What follows belongs to an exercise in optimizing a design on an open flow for small area, a short achievable clock period and few clock cycles per item; a production flow would make more cautious choices.
The RTL was checked by simulation tests, not by an equivalence proof against the original design.

### flow/design.v
package mkc_pkg;
  localparam int unsigned KW        = 11;
  localparam int unsigned XW        = 16;
  localparam int unsigned SQ_OUT_W  = 34;
  localparam int unsigned FIX_OUT_W = 33;
  localparam int unsigned FRAC_BITS = 16;
  localparam logic [KW-1:0] K_RESET = 11'd2;
  localparam int unsigned NL   = 2;
  localparam int unsigned KEYW = 33;
  localparam int unsigned EW   = 2 * XW + KEYW;
endpackage
module mkc_sqrt (
  input  logic        clk_i,
  input  logic        rst_ni,
  input  logic        start_i,
  input  logic [35:0] value_i,
  input  logic        take_i,
  output logic        idle_o,
  output logic        full_o,
  output logic [33:0] root_o
);
  logic [4:0]  cnt_q;
  logic        full_q;
  logic [35:0] vs_q;
  logic [35:0] rem_q, rem_m, rem_d;
  logic [33:0] root_q, root_m, root_d;
  function automatic logic [69:0] step(input logic [35:0] rem, input logic [33:0] root,
                                       input logic [1:0] two);
    logic [35:0] rs, trial;
    rs    = {rem[33:0], two};
    trial = {root, 2'b01};
    if (rs >= trial) step = {rs - trial, root[32:0], 1'b1};
    else             step = {rs, root[32:0], 1'b0};
  endfunction
  assign {rem_m, root_m} = step(rem_q, root_q, vs_q[35:34]);
  assign {rem_d, root_d} = step(rem_m, root_m, vs_q[33:32]);
  always_ff @(posedge clk_i or negedge rst_ni) begin
    if (!rst_ni) begin
      cnt_q  <= '0;
      full_q <= 1'b0;
    end else begin
      if (start_i) begin
        cnt_q <= 5'd17;
      end else if (cnt_q != '0) begin
        cnt_q <= cnt_q - 5'd1;
      end
      if (cnt_q == 5'd1) begin
        full_q <= 1'b1;
      end else if (take_i) begin
        full_q <= 1'b0;
      end
    end
  end
  always_ff @(posedge clk_i) begin
    if (start_i) begin
      vs_q   <= value_i;
      rem_q  <= '0;
      root_q <= '0;
    end else if (cnt_q != '0) begin
      vs_q   <= vs_q << 4;
      rem_q  <= rem_d;
      root_q <= root_d;
    end
  end
  assign idle_o = (cnt_q == '0) && !full_q;
  assign full_o = full_q;
  assign root_o = root_q;
endmodule
module mkc_lane #(
  parameter int unsigned S = 16
) (
  input  logic                     clk_i,
  input  logic                     rst_ni,
  input  logic                     clear_i,      
  input  logic                     issue_i,      
  input  logic                     src_in_i,     
  input  logic [mkc_pkg::EW-1:0]   in_elem_i,
  input  logic [mkc_pkg::XW-1:0]   nx_i,
  input  logic [mkc_pkg::XW-1:0]   ny_i,
  input  logic                     flush_i,      
  input  logic                     ret_ld_i,     
  input  logic                     ret_w_i,      
  input  logic [mkc_pkg::EW-1:0]   ret_i,
  input  logic                     shift_all_i,
  input  logic                     set_occ_i,
  input  logic [S-1:0]             occ_therm_i,
  output logic                     d_valid_o,
  output logic [mkc_pkg::EW-1:0]   d_elem_o,
  output logic [mkc_pkg::KEYW-1:0] d_dist_o
);
  localparam int unsigned XW   = mkc_pkg::XW;
  localparam int unsigned KEYW = mkc_pkg::KEYW;
  localparam int unsigned EW   = mkc_pkg::EW;
  logic [S-1:0][EW-1:0] slot_q;
  logic [S-1:0]         therm_q;     
  logic [S-1:0]         wp_q;        
  logic                 ret_v_q, ret_w_q;
  logic [EW-1:0]        ret_q;
  logic                 shift, ins_p, ins_w;
  logic [S-1:0]         wr_sel, en;
  assign shift = issue_i && !src_in_i;
  assign ins_p = ret_v_q && !ret_w_q;
  assign ins_w = ret_v_q && ret_w_q;
  for (genvar i = 0; i < S; i++) begin : g_slot
    logic tail_ns, tail_s, above;
    assign above   = (i + 1 < S) ? therm_q[(i + 1) % S] : 1'b0;
    assign tail_ns = !therm_q[i] && ((i == 0) ? 1'b1 : therm_q[(i + S - 1) % S]);
    assign tail_s  = therm_q[i] && !above;
    assign wr_sel[i] = (ins_p && (shift ? tail_s : tail_ns)) || (ins_w && wp_q[i]);
    assign en[i]     = shift_all_i || (shift && therm_q[i]) || wr_sel[i];
    always_ff @(posedge clk_i) begin
      if (en[i]) begin
        if (wr_sel[i]) slot_q[i] <= ret_q;
        else if (i + 1 < S) slot_q[i] <= slot_q[(i + 1) % S];
        else slot_q[i] <= ret_q;
      end
    end
  end
  always_ff @(posedge clk_i or negedge rst_ni) begin
    if (!rst_ni) begin
      therm_q <= '0;
      wp_q    <= S'(1) << (S - 1);
      ret_v_q <= 1'b0;
      ret_w_q <= 1'b0;
    end else begin
      ret_v_q <= ret_ld_i;
      ret_w_q <= ret_w_i;
      if (clear_i) begin
        therm_q <= '0;
        wp_q    <= S'(1) << (S - 1);
      end else if (set_occ_i) begin
        therm_q <= occ_therm_i;
      end else begin
        if (shift && !ins_p) therm_q <= therm_q >> 1;
        else if (ins_p && !shift) therm_q <= {therm_q[S-2:0], 1'b1};
        if (ins_w) wp_q <= wp_q >> 1;
      end
    end
  end
  always_ff @(posedge clk_i) begin
    if (ret_ld_i) ret_q <= ret_i;
  end
  logic                 a_v_q;
  logic [EW-1:0]        a_elem_q;
  logic [XW-1:0]        a_dx_q, a_dy_q;
  logic [EW-1:0]        src;
  logic [XW:0]          dx1, dx2, dy1, dy2;
  assign src = src_in_i ? in_elem_i : slot_q[0];
  assign dx1 = {src[EW-1], src[EW-1 -: XW]} - {nx_i[XW-1], nx_i};
  assign dx2 = {nx_i[XW-1], nx_i} - {src[EW-1], src[EW-1 -: XW]};
  assign dy1 = {src[EW-XW-1], src[EW-XW-1 -: XW]} - {ny_i[XW-1], ny_i};
  assign dy2 = {ny_i[XW-1], ny_i} - {src[EW-XW-1], src[EW-XW-1 -: XW]};
  always_ff @(posedge clk_i or negedge rst_ni) begin
    if (!rst_ni) a_v_q <= 1'b0;
    else a_v_q <= issue_i && !flush_i;
  end
  always_ff @(posedge clk_i) begin
    if (issue_i) begin
      a_elem_q <= src;
      a_dx_q   <= dx1[XW] ? dx2[XW-1:0] : dx1[XW-1:0];
      a_dy_q   <= dy1[XW] ? dy2[XW-1:0] : dy1[XW-1:0];
    end
  end
  function automatic logic [KEYW-1:0] sqsum(input logic [XW-1:0] p, input logic [XW-1:0] q);
    logic [KEYW-1:0] acc;
    acc = '0;
    for (int i = 0; i < XW; i++) begin
      acc = acc + (KEYW'(p[i]) << (2 * i)) + (KEYW'(q[i]) << (2 * i));
      for (int j = i + 1; j < XW; j++) begin
        acc = acc + (KEYW'(p[i] & p[j]) << (i + j + 1)) + (KEYW'(q[i] & q[j]) << (i + j + 1));
      end
    end
    sqsum = acc;
  endfunction
  logic                 d_v_q;
  logic [EW-1:0]        d_elem_q;
  logic [KEYW-1:0]      d_dist_q;
  always_ff @(posedge clk_i or negedge rst_ni) begin
    if (!rst_ni) d_v_q <= 1'b0;
    else d_v_q <= a_v_q && !flush_i;
  end
  always_ff @(posedge clk_i) begin
    if (a_v_q) begin
      d_elem_q <= a_elem_q;
      d_dist_q <= sqsum(a_dx_q, a_dy_q);
    end
  end
  assign d_valid_o = d_v_q;
  assign d_elem_o  = d_elem_q;
  assign d_dist_o  = d_dist_q;
endmodule
module mst_k_clustering_distance
#(
  parameter int unsigned MAX_POINTS = 32,
  parameter int unsigned COORD_BITS = 16
) (
  input  logic                 clk_i,
  input  logic                 rst_ni,
  input  logic                 in_valid_i,
  output logic                 in_ready_o,
  input  logic [mkc_pkg::XW-1:0]        point_x_i,
  input  logic [mkc_pkg::XW-1:0]        point_y_i,
  input  logic                 last_point_i,
  output logic                 out_valid_o,
  input  logic                 out_ready_i,
  output logic [mkc_pkg::SQ_OUT_W-1:0]  squared_spacing_o,
  output logic [mkc_pkg::FIX_OUT_W-1:0] spacing_fixed_o,
  output logic                 bad_count_o,
  input  logic                 cfg_we_i,
  input  logic [mkc_pkg::KW-1:0]        cfg_data_i
);
  localparam int unsigned NL   = mkc_pkg::NL;
  localparam int unsigned XW   = mkc_pkg::XW;
  localparam int unsigned KEYW = mkc_pkg::KEYW;
  localparam int unsigned EW   = mkc_pkg::EW;
  localparam int unsigned KW   = mkc_pkg::KW;
  localparam int unsigned CW   = 6;                
  localparam int unsigned LW   = (NL > 1) ? $clog2(NL) : 1;
  localparam logic [KEYW-1:0] INF = '1;
  typedef enum logic [3:0] {
    ST_LOAD, ST_ISSUE, ST_W1, ST_W2, ST_WB1, ST_WB2, ST_SHIFT, ST_RES
  } state_e;
  state_e          state_q;
  logic [KW-1:0]   k_q;
  logic [CW-1:0]   cnt_q;           
  logic            root_q;          
  logic [LW-1:0]   lp_q;            
  logic            in_v_q, in_last_q;
  logic [XW-1:0]   in_x_q, in_y_q;
  logic [KW-1:0]   kset_q;
  logic            round0_q;        
  logic            selm_q;          
  logic            dirmax_q;        
  logic [CW-1:0]   left_q;          
  logic            first_q;         
  logic [XW-1:0]   nx_q, ny_q;
  logic            best_v_q;
  logic [EW-1:0]   best_q;
  logic            wpend_q;
  logic [KEYW-1:0] wreg_q;
  logic [LW-1:0]   wlane_q;
  logic [CW-1:0]   sc_q;
  logic            res_bad_q;
  logic [KEYW-1:0] res_sq_q;
  logic            out_valid_q;
  logic            out_bad_q;
  logic [KEYW-1:0] out_sq_q;
  logic [32:0]     out_root_q;
  logic [NL-1:0][CW-1:0] act_q, cl_q, rem_q, act_eff;
  logic [NL-1:0]         delay_q;
  logic            in_fire;
  logic            ld_issue;        
  logic            round_end;
  logic            going_on;        
  logic            to_res;
  logic [CW-1:0]   n_pts, c_pts;
  logic            bad_now;
  logic [CW-1:0]   max_act;
  logic [NL-1:0]           issue, src_in, ret_ld, ret_w, shift_all, set_occ;
  logic [NL-1:0][EW-1:0]   ret_d;
  logic [NL-1:0]           d_v;
  logic [NL-1:0][EW-1:0]   d_e;
  logic [NL-1:0][KEYW-1:0] d_dist;
  logic                    lanes_clear, flush;
  assign in_ready_o = (state_q == ST_LOAD) && !in_last_q;
  assign in_fire    = in_valid_i && in_ready_o;
  assign ld_issue   = (state_q == ST_LOAD) && in_v_q && root_q;
  always_ff @(posedge clk_i or negedge rst_ni) begin
    if (!rst_ni) begin
      k_q       <= mkc_pkg::K_RESET;
      in_v_q    <= 1'b0;
      in_last_q <= 1'b0;
    end else begin
      if (cfg_we_i) k_q <= cfg_data_i;
      in_v_q <= in_fire && (cnt_q != CW'(MAX_POINTS));
      if (in_fire) in_last_q <= last_point_i;
      else if (state_q != ST_LOAD) in_last_q <= 1'b0;
    end
  end
  always_ff @(posedge clk_i) begin
    if (in_fire) begin
      in_x_q <= point_x_i;
      in_y_q <= point_y_i;
    end
  end
  localparam int unsigned NC = NL + 1;
  logic [NC-1:0]           cv;
  logic [NC-1:0][KEYW-1:0] ck;
  logic [NC-1:0][EW-1:0]   ce;
  logic [NC-1:0]           win;
  logic                    anyv;
  logic [EW-1:0]           best_next;
  logic [NL-1:0]           donor_now;
  logic [NL-1:0][KEYW-1:0] nk;
  always_comb begin
    cv[0] = best_v_q;
    ck[0] = best_q[KEYW-1:0];
    ce[0] = best_q;
    for (int l = 0; l < NL; l++) begin
      nk[l] = (selm_q || !(d_dist[l] < d_e[l][KEYW-1:0])) ? d_e[l][KEYW-1:0] : d_dist[l];
      cv[l+1] = d_v[l];
      ck[l+1] = nk[l];
      ce[l+1] = {d_e[l][EW-1:KEYW], nk[l]};
    end
    for (int a = 0; a < NC; a++) begin
      win[a] = cv[a];
      for (int b = 0; b < NC; b++) begin
        if (b > a) win[a] = win[a] && (!cv[b] || !(ck[b] < ck[a]));
        if (b < a) win[a] = win[a] && (!cv[b] || (ck[a] < ck[b]));
      end
    end
    anyv = |cv;
    best_next = best_q;
    for (int a = 0; a < NC; a++) begin
      if (win[a]) best_next = ce[a];
    end
    for (int l = 0; l < NL; l++) begin
      donor_now[l] = d_v[l] && win[l+1] && !best_v_q;
      ret_d[l]  = win[l+1] ? best_q : ce[l+1];
      ret_ld[l] = d_v[l] && (!win[l+1] || best_v_q);
      ret_w[l]  = 1'b0;
      if (wpend_q && (wlane_q == LW'(l))) begin
        ret_ld[l] = 1'b1;
        ret_w[l]  = 1'b1;
        ret_d[l]  = {{(EW-KEYW){1'b0}}, wreg_q};
      end
    end
  end
  assign n_pts   = cnt_q;
  assign c_pts   = cnt_q - CW'(1);
  assign bad_now = (kset_q < KW'(2)) || (kset_q > KW'(n_pts));
  always_comb begin
    max_act = '0;
    for (int l = 0; l < NL; l++) begin
      act_eff[l] = act_q[l] - CW'(donor_now[l]);
      if (act_eff[l] > max_act) max_act = act_eff[l];
    end
  end
  assign round_end = (state_q == ST_W2);
  assign going_on  = round_end && !(round0_q && bad_now) &&
                     (round0_q ? (c_pts > CW'(1)) : (left_q != '0));
  logic all_done;
  always_comb begin
    all_done = 1'b1;
    for (int l = 0; l < NL; l++) begin
      issue[l]  = 1'b0;
      src_in[l] = 1'b0;
      if (state_q == ST_ISSUE && rem_q[l] != '0 && !(first_q && delay_q[l])) issue[l] = 1'b1;
      if (ld_issue && lp_q == LW'(l)) begin
        issue[l]  = 1'b1;
        src_in[l] = 1'b1;
      end
      if (rem_q[l] > CW'(issue[l])) all_done = 1'b0;
    end
  end
  logic [CW-1:0] pcount;    
  logic          dmax;
  assign dmax   = ({kset_q, 1'b0} <= KW'(n_pts) + KW'(2));
  assign pcount = dmax ? CW'(kset_q) - CW'(1) : n_pts - CW'(kset_q) + CW'(1);
  logic          shift_last;
  logic [NL-1:0] shift_more;
  assign shift_last = !(|shift_more);
  logic [LW-1:0] donor_q, donor_idx;
  always_comb begin
    donor_idx = donor_q;
    for (int l = 0; l < NL; l++) if (donor_now[l]) donor_idx = LW'(l);
  end
  always_ff @(posedge clk_i or negedge rst_ni) begin
    if (!rst_ni) begin
      state_q   <= ST_LOAD;
      cnt_q     <= '0;
      root_q    <= 1'b0;
      lp_q      <= '0;
      round0_q  <= 1'b1;
      selm_q    <= 1'b0;
      dirmax_q  <= 1'b0;
      left_q    <= '0;
      first_q   <= 1'b0;
      best_v_q  <= 1'b0;
      wpend_q   <= 1'b0;
      wlane_q   <= '0;
      donor_q   <= '0;
      sc_q      <= '0;
      act_q     <= '0;
      cl_q      <= '0;
      rem_q     <= '0;
      delay_q   <= '0;
      kset_q    <= '0;
    end else begin
      first_q <= 1'b0;
      wpend_q <= 1'b0;
      donor_q <= donor_idx;
      if (anyv) best_v_q <= 1'b1;
      for (int l = 0; l < NL; l++) begin
        act_q[l] <= act_eff[l] + CW'(ld_issue && lp_q == LW'(l));
        if (ld_issue && lp_q == LW'(l)) cl_q[l] <= cl_q[l] + CW'(1);
        if (issue[l] && !src_in[l]) rem_q[l] <= rem_q[l] - CW'(1);
      end
      unique case (state_q)
        ST_LOAD: begin
          if (in_fire && cnt_q != CW'(MAX_POINTS)) cnt_q <= cnt_q + CW'(1);
          if (in_v_q) root_q <= 1'b1;
          if (ld_issue) lp_q <= (lp_q == LW'(NL - 1)) ? '0 : lp_q + LW'(1);
          if (in_last_q) begin
            kset_q  <= k_q;
            state_q <= ST_W1;
          end
        end
        ST_ISSUE: if (all_done) state_q <= ST_W1;
        ST_W1:    state_q <= ST_W2;
        ST_W2: begin
          best_v_q <= 1'b0;
          round0_q <= 1'b0;
          if (round0_q) begin
            dirmax_q <= dmax;
          end
          if (!selm_q && !(round0_q && bad_now)) begin
            wpend_q <= 1'b1;
            wlane_q <= donor_idx;
          end
          if (round0_q) left_q <= c_pts - CW'(2);
          else if (left_q != '0) left_q <= left_q - CW'(1);
          if (going_on) begin
            state_q <= ST_ISSUE;
            first_q <= 1'b1;
            for (int l = 0; l < NL; l++) begin
              rem_q[l]   <= act_eff[l];
              delay_q[l] <= (act_eff[l] < max_act) || (max_act == CW'(1));
            end
          end else if (round0_q && bad_now) begin
            state_q <= ST_RES;
          end else if (!selm_q) begin
            state_q <= ST_WB1;
          end else begin
            state_q <= ST_RES;
          end
        end
        ST_WB1:   state_q <= ST_WB2;
        ST_WB2: begin
          state_q <= ST_SHIFT;
          sc_q    <= '0;
        end
        ST_SHIFT: begin
          sc_q <= sc_q + CW'(1);
          if (shift_last) begin
            state_q <= ST_ISSUE;
            first_q <= 1'b1;
            selm_q  <= 1'b1;
            left_q  <= pcount - CW'(1);
            for (int l = 0; l < NL; l++) begin
              act_q[l]   <= cl_q[l];
              rem_q[l]   <= cl_q[l];
              delay_q[l] <= 1'b0;
            end
          end
        end
        ST_RES: begin
          if (sqrt_idle) begin
            state_q  <= ST_LOAD;
            cnt_q    <= '0;
            root_q   <= 1'b0;
            lp_q     <= '0;
            round0_q <= 1'b1;
            selm_q   <= 1'b0;
            act_q    <= '0;
            cl_q     <= '0;
            rem_q    <= '0;
            best_v_q <= 1'b0;
          end
        end
        default: state_q <= ST_LOAD;
      endcase
    end
  end
  always_ff @(posedge clk_i) begin
    if (state_q == ST_LOAD && in_v_q && !root_q) begin
      nx_q <= in_x_q;
      ny_q <= in_y_q;
    end else if (round_end) begin
      nx_q <= best_next[EW-1 -: XW];
      ny_q <= best_next[EW-XW-1 -: XW];
    end
    if (anyv) best_q <= best_next;
    if (round_end) begin
      wreg_q <= (round0_q ? dmax : dirmax_q) ? ~best_next[KEYW-1:0] : best_next[KEYW-1:0];
    end
    if (round_end && selm_q) begin
      res_sq_q <= dirmax_q ? ~best_next[KEYW-1:0] : best_next[KEYW-1:0];
    end
    if (round_end && round0_q && bad_now) res_sq_q <= '0;
    if (round_end) res_bad_q <= round0_q && bad_now;
  end
  logic        sqrt_idle, sqrt_full, sqrt_take, out_free;
  logic [33:0] sqrt_root;
  assign lanes_clear = (state_q == ST_RES) && sqrt_idle;
  assign flush       = 1'b0;
  for (genvar l = 0; l < NL; l++) begin : g_lane
    localparam int unsigned SL = (MAX_POINTS - 1 - l + NL - 1) / NL;
    logic [SL-1:0] therm;
    for (genvar i = 0; i < SL; i++) begin : g_t
      assign therm[i] = (CW'(i) < cl_q[l]);
    end
    assign shift_more[l] = (sc_q + CW'(1) < CW'(SL) - cl_q[l]);
    mkc_lane #(.S(SL)) u_lane (
      .clk_i       (clk_i),
      .rst_ni      (rst_ni),
      .clear_i     (lanes_clear),
      .issue_i     (issue[l]),
      .src_in_i    (src_in[l]),
      .in_elem_i   ({in_x_q, in_y_q, INF}),
      .nx_i        (nx_q),
      .ny_i        (ny_q),
      .flush_i     (flush),
      .ret_ld_i    (ret_ld[l]),
      .ret_w_i     (ret_w[l]),
      .ret_i       (ret_d[l]),
      .shift_all_i (state_q == ST_SHIFT && sc_q < CW'(SL) - cl_q[l]),
      .set_occ_i   (state_q == ST_SHIFT && shift_last),
      .occ_therm_i (therm),
      .d_valid_o   (d_v[l]),
      .d_elem_o    (d_e[l]),
      .d_dist_o    (d_dist[l])
    );
  end
  assign out_free  = !out_valid_q || out_ready_i;
  assign sqrt_take = sqrt_full && out_free;
  mkc_sqrt u_sqrt (
    .clk_i   (clk_i),
    .rst_ni  (rst_ni),
    .start_i (lanes_clear),
    .value_i ({3'b000, res_sq_q}),
    .take_i  (sqrt_take),
    .idle_o  (sqrt_idle),
    .full_o  (sqrt_full),
    .root_o  (sqrt_root)
  );
  logic        hold_bad_q;
  logic [KEYW-1:0] hold_sq_q;
  always_ff @(posedge clk_i) begin
    if (lanes_clear) begin
      hold_bad_q <= res_bad_q;
      hold_sq_q  <= res_sq_q;
    end
    if (sqrt_take) begin
      out_bad_q  <= hold_bad_q;
      out_sq_q   <= hold_sq_q;
      out_root_q <= sqrt_root[32:0];
    end
  end
  always_ff @(posedge clk_i or negedge rst_ni) begin
    if (!rst_ni) out_valid_q <= 1'b0;
    else if (sqrt_take) out_valid_q <= 1'b1;
    else if (out_ready_i) out_valid_q <= 1'b0;
  end
  assign out_valid_o       = out_valid_q;
  assign squared_spacing_o = {1'b0, out_sq_q};
  assign spacing_fixed_o   = out_root_q;
  assign bad_count_o       = out_bad_q;
endmodule
### flow/run.sh
#!/bin/bash
# synth_recipe.tcl (not shown) runs the flow's synth.tcl, then flattens the netlist and writes it again
# the make line also repeats each setting of config.mk as NAME=value (left out here)
make -C /OpenROAD-flow-scripts/flow DESIGN_CONFIG=/design/flow/config.mk WORK_HOME=/design/flow/orfs CLKGATE_MAP_FILE= SYNTH_SCRIPT=/design/flow/synth_recipe.tcl finish
### flow/config.mk
export PLATFORM = sky130hd
export DESIGN_NAME = mst_k_clustering_distance
export DESIGN_NICKNAME = mst_k_clustering_distance
export VERILOG_FILES = /design/flow/design.v
export SDC_FILE = /design/flow/constraint.sdc
export NUM_CORES = 4
export LEC_CHECK = 0
export CAP_MARGIN = 20
export CORE_MARGIN = 2
export CORE_UTILIZATION = 40
export SLEW_MARGIN = 20
### flow/constraint.sdc
create_clock -name core_clock -period 8.0 [get_ports {clk_i}]
set_input_delay 1.6000 -clock core_clock [delete_from_list [all_inputs] [get_ports {clk_i}]]
set_output_delay 1.6000 -clock core_clock [all_outputs]
set_load 0.01 [all_outputs]
==> summary.txt <==
Cells after Synth -> 11900
Hold-fix buffers, CTS -> 0
initial antenna violation count -> 29
Yosys top cell area share -> 52.9%
Hold EP -> g_lane[0].u_lane.d_elem_q[60]
worst r2r path cells -> 39
DRT Pass-1 Iters -> 6
DRC errors left -> 0
Main synth FF type -> edfxtp_1
placed wire-length estimate -> 334 mm
wire length on met2 -> 225 mm
Relative slew margins -> 14.4%
critical path launch point type -> register
GP Congestion -> 0.942
setup slack after layout -> 0.379 ns
CTS Root Cell -> clkbuf_16
slowest stage delay, CP -> 0.38 ns
Detailed Route Iter0 Violations -> 8345
Post-synth EDFFs -> 2832
full die area -> 407000 um^2
r2r setup slk -> 0.38 ns
CTS clk-pin slew, worst paths -> 0.06 ns
worst r2r dst -> delay_q[0]
max-slew violation count -> 0
commonest non-fill, non-tap cell in the layout -> edfxtp_1
most frequent CP cell -> buf_4
Mapped Nets -> 13100
Synth Warn # -> 4
clock latency at the later pin of the worst-skew pair -> 0.96 ns
Yosys top cell by area -> edfxtp_1
maxcap violations -> 0
commonest non-fill, non-tap cells in the layout -> edfxtp_1 (2832), mux2_2 (1970), nand2_1 (931)
Longest Clk Path Bufs -> 4
synth top area cells -> edfxtp_1 (53%), mux2_2 (14%), fa_1 (5.4%), ha_1 (5.1%), dfrtp_1 (2.6%)
hold crit path type -> reg2reg
hold_sp -> g_lane[0].u_lane.a_elem_q[60]
port bufs -> 117
sequential cell area fraction in the yosys report -> 56.8%
Final #Nets -> 13400
Worst EP required -> 8.81 ns
Via Count -> 99200
placed insts -> 17100
period utilization -> 95.3%
core area -> 400000 um^2
wire length on met1 -> 206 mm
Core Rows -> 232
total negative slack -> 0 ns
routed len/inst -> 26.8 um
Worst Tran Pin Value -> 1.25 ns
GRT Total Usage -> 23.0%
DRT Wirelength -> 477 mm
worst r2r src -> g_lane[1].u_lane.d_elem_q[18]
Post-Layout Cell Count -> 17800
CP Class -> reg2reg
Yosys cell types -> 85
FMAX -> 0.131 GHz
Yosys reg bits -> 3106
placed inst area -> 170000 um^2
Clock Skew -> 0.0535 ns
CP endpoint kind -> register
WP data arrival -> 8.44 ns
largest net degree at the start of global routing -> 129
Post-Place Worst Slack -> -0.496 ns
Mapped Area -> 161000 um^2
vias in the first global route -> 102000
Final Hold Viols -> 0
run status -> finished clean
Chip Width -> 638 um
critical path's slowest cell -> edfxtp_1
fraction of layout cells with a size suffix above 1 -> 25.4%
Final Instance Area -> 182000 um^2
worst-path fanout max -> 7
global route total overflow -> 0
Top-Level Pins -> 119
Avg Inst Size Synth -> 13.5 um^2
CTS H-Tree Depth -> 5
fraction of registers with async set/reset -> 5.47%
Top Layer Used -> met5
Final setup viols -> 0
WHS Path Cells -> 0
Clock Sinks -> 3106
CTS tree -> built
Final ANT Viol Nets -> 0
DR vias/cell -> 5.58
die height -> 638 um
Layout area overhead -> 12.9%
initial core utilization -> 40.2%
Num CTS Buffers -> 340
met3 wire len -> 25.0 mm
Final min period -> 7.62 ns
global-route wire length before repair -> 701 mm
==> cell families (layout without fill, tap and decap cells) <==
kind of cell / after synthesis / count (layout) / share of synthesized area, %
adder cells (fa/ha/maj): 1086 / 1086 / 10.5
AO/OA/AOI/OAI: 1723 / 1723 / 6.67
other: 1 / 18 / 0.00233
XOR/XNOR: 266 / 266 / 1.45
flip-flops: 3106 / 3106 / 56.8
buffers and inverters: 1515 / 2081 / 3.67
AND/OR/NAND/NOR: 2107 / 2107 / 6.09
multiplexers: 2138 / 2138 / 14.8
==> flip-flops by register name, summed over array words and instances (netlist names), 31 cells and up <==
register                cells
g_lane.u_lane.slot_q     2015
g_lane.u_lane.a_elem_q    130
g_lane.u_lane.d_elem_q    130
g_lane.u_lane.ret_q       130
g_lane.u_lane.d_dist_q     66
best_q                     65
u_sqrt.vs_q                36
u_sqrt.rem_q               34
u_sqrt.root_q              34
hold_sq_q                  33
out_root_q                 33
out_sq_q                   33
res_sq_q                   33
wreg_q                     33
g_lane.u_lane.a_dx_q       32
g_lane.u_lane.a_dy_q       32
g_lane.u_lane.therm_q      31
g_lane.u_lane.wp_q         31
==> layer usage <==
metal	global-route usage, %	vias up
li1	-	43900
met3	3.22	799
met1	30.7	51400
met5	0	-
met4	9.04	10
met2	38.0	3100
==> layout make-up <==
| cell class | instances | area, um^2 |
|---|---|---|
| timing repair buffer | 636 | 5230 |
| sequential | 3106 | 91400 |
| tap | 5265 | 6590 |
| fill | 35300 | 218000 |
| multi-input combinational | 7321 | 64400 |
| inverter | 825 | 3100 |
| antenna | 17 | 42.5 |
| clock buffer | 423 | 8980 |
| clock inverter | 197 | 1870 |
==> worst max-delay path by stage <==
stage | start | endpoint | slack, ns | cells after the start
5_1_grt | g_lane[1].u_lane.d_elem_q[18] | delay_q[0] | -0.04 | 40
6_report | g_lane[1].u_lane.d_elem_q[18] | delay_q[0] | 0.38 | 39
4_1_cts | g_lane[0].u_lane.d_dist_q[20] | delay_q[0] | 0.01 | 41
2_1_floorplan | g_lane[0].u_lane.d_dist_q[20] | delay_q[1] | 0.05 | 37
3_3_place_gp | g_lane[0].u_lane.d_elem_q[19] | delay_q[1] | -0.47 | 38
3_5_place_dp | g_lane[1].u_lane.d_dist_q[2] | delay_q[1] | -0.50 | 38
==> Yosys cell counts, types with 166 or more instances <==
| master | instances |
|---|---|
| edfxtp_1 | 2832 |
| mux2_2 | 1971 |
| nand2_1 | 964 |
| inv_1 | 791 |
| ha_1 | 655 |
| a21oi_1 | 506 |
| clkbuf_1 | 457 |
| o21ai_0 | 439 |
| fa_1 | 431 |
| nor2_1 | 311 |
| and2_1 | 224 |
| a21o_1 | 185 |
| xnor2_1 | 181 |
| dfrtp_1 | 166 |
==> repair_timing <==
action | 4_1_cts | 5_1_grt
buffers inserted | 2 | 12
setup endpoints to repair | 2 | 2
pin swaps | 2 | 17
gates resized for setup | 12 | 46
==> worst max-delay path, delay by kind of cell, from the launching register on <==
kind                       cells  cell delay (ns)
AOI/OAI and AO/OA             16             3.18
DFF                            1             0.38
and+or+nand+nor               10             1.43
adders and majority gates      6             1.52
buffers and inverters          7             0.98
==> through the flow <==
stage	utilization (%)	hold WS, ns
finish	45.4	0.411
global placement	42.6	0.401
CTS	45.3	0.414
floorplan	-	0.400
detailed placement	42.6	0.405
global route	45.4	0.415
Testbench counts, summed over its fixed seeds: cycles 45,676, sets 192.

afterwards: timing with drivers on the ports:
The flow's constraints put no driver on any port. The routed layout listed below was extracted and timed again, unchanged, in two steps. Step 1: set_driving_cell puts a clkbuf_16 on clk_i and a buf_2 on each other input, an assumption about the parent block. Step 2 adds t to the input delays and takes it off the output delays; t is the mean of the earliest and latest rising clock arrival at the registers after step 1. Input paths then give back, and output paths get back, about the clock's delay inside the block. Slacks: ideal ports / drivers / drivers and shift; pairs: ideal ports / drivers.
t (ns): 1.034
slack for setup (ns): 0.379 / 0.379 / 0.379
pins driven straight from the clock port: 1
After both steps setup and hold are still met in this run. For this run, drivers alone change the setup slack by 0.000 ns; drivers and shift together by 0.000 ns.
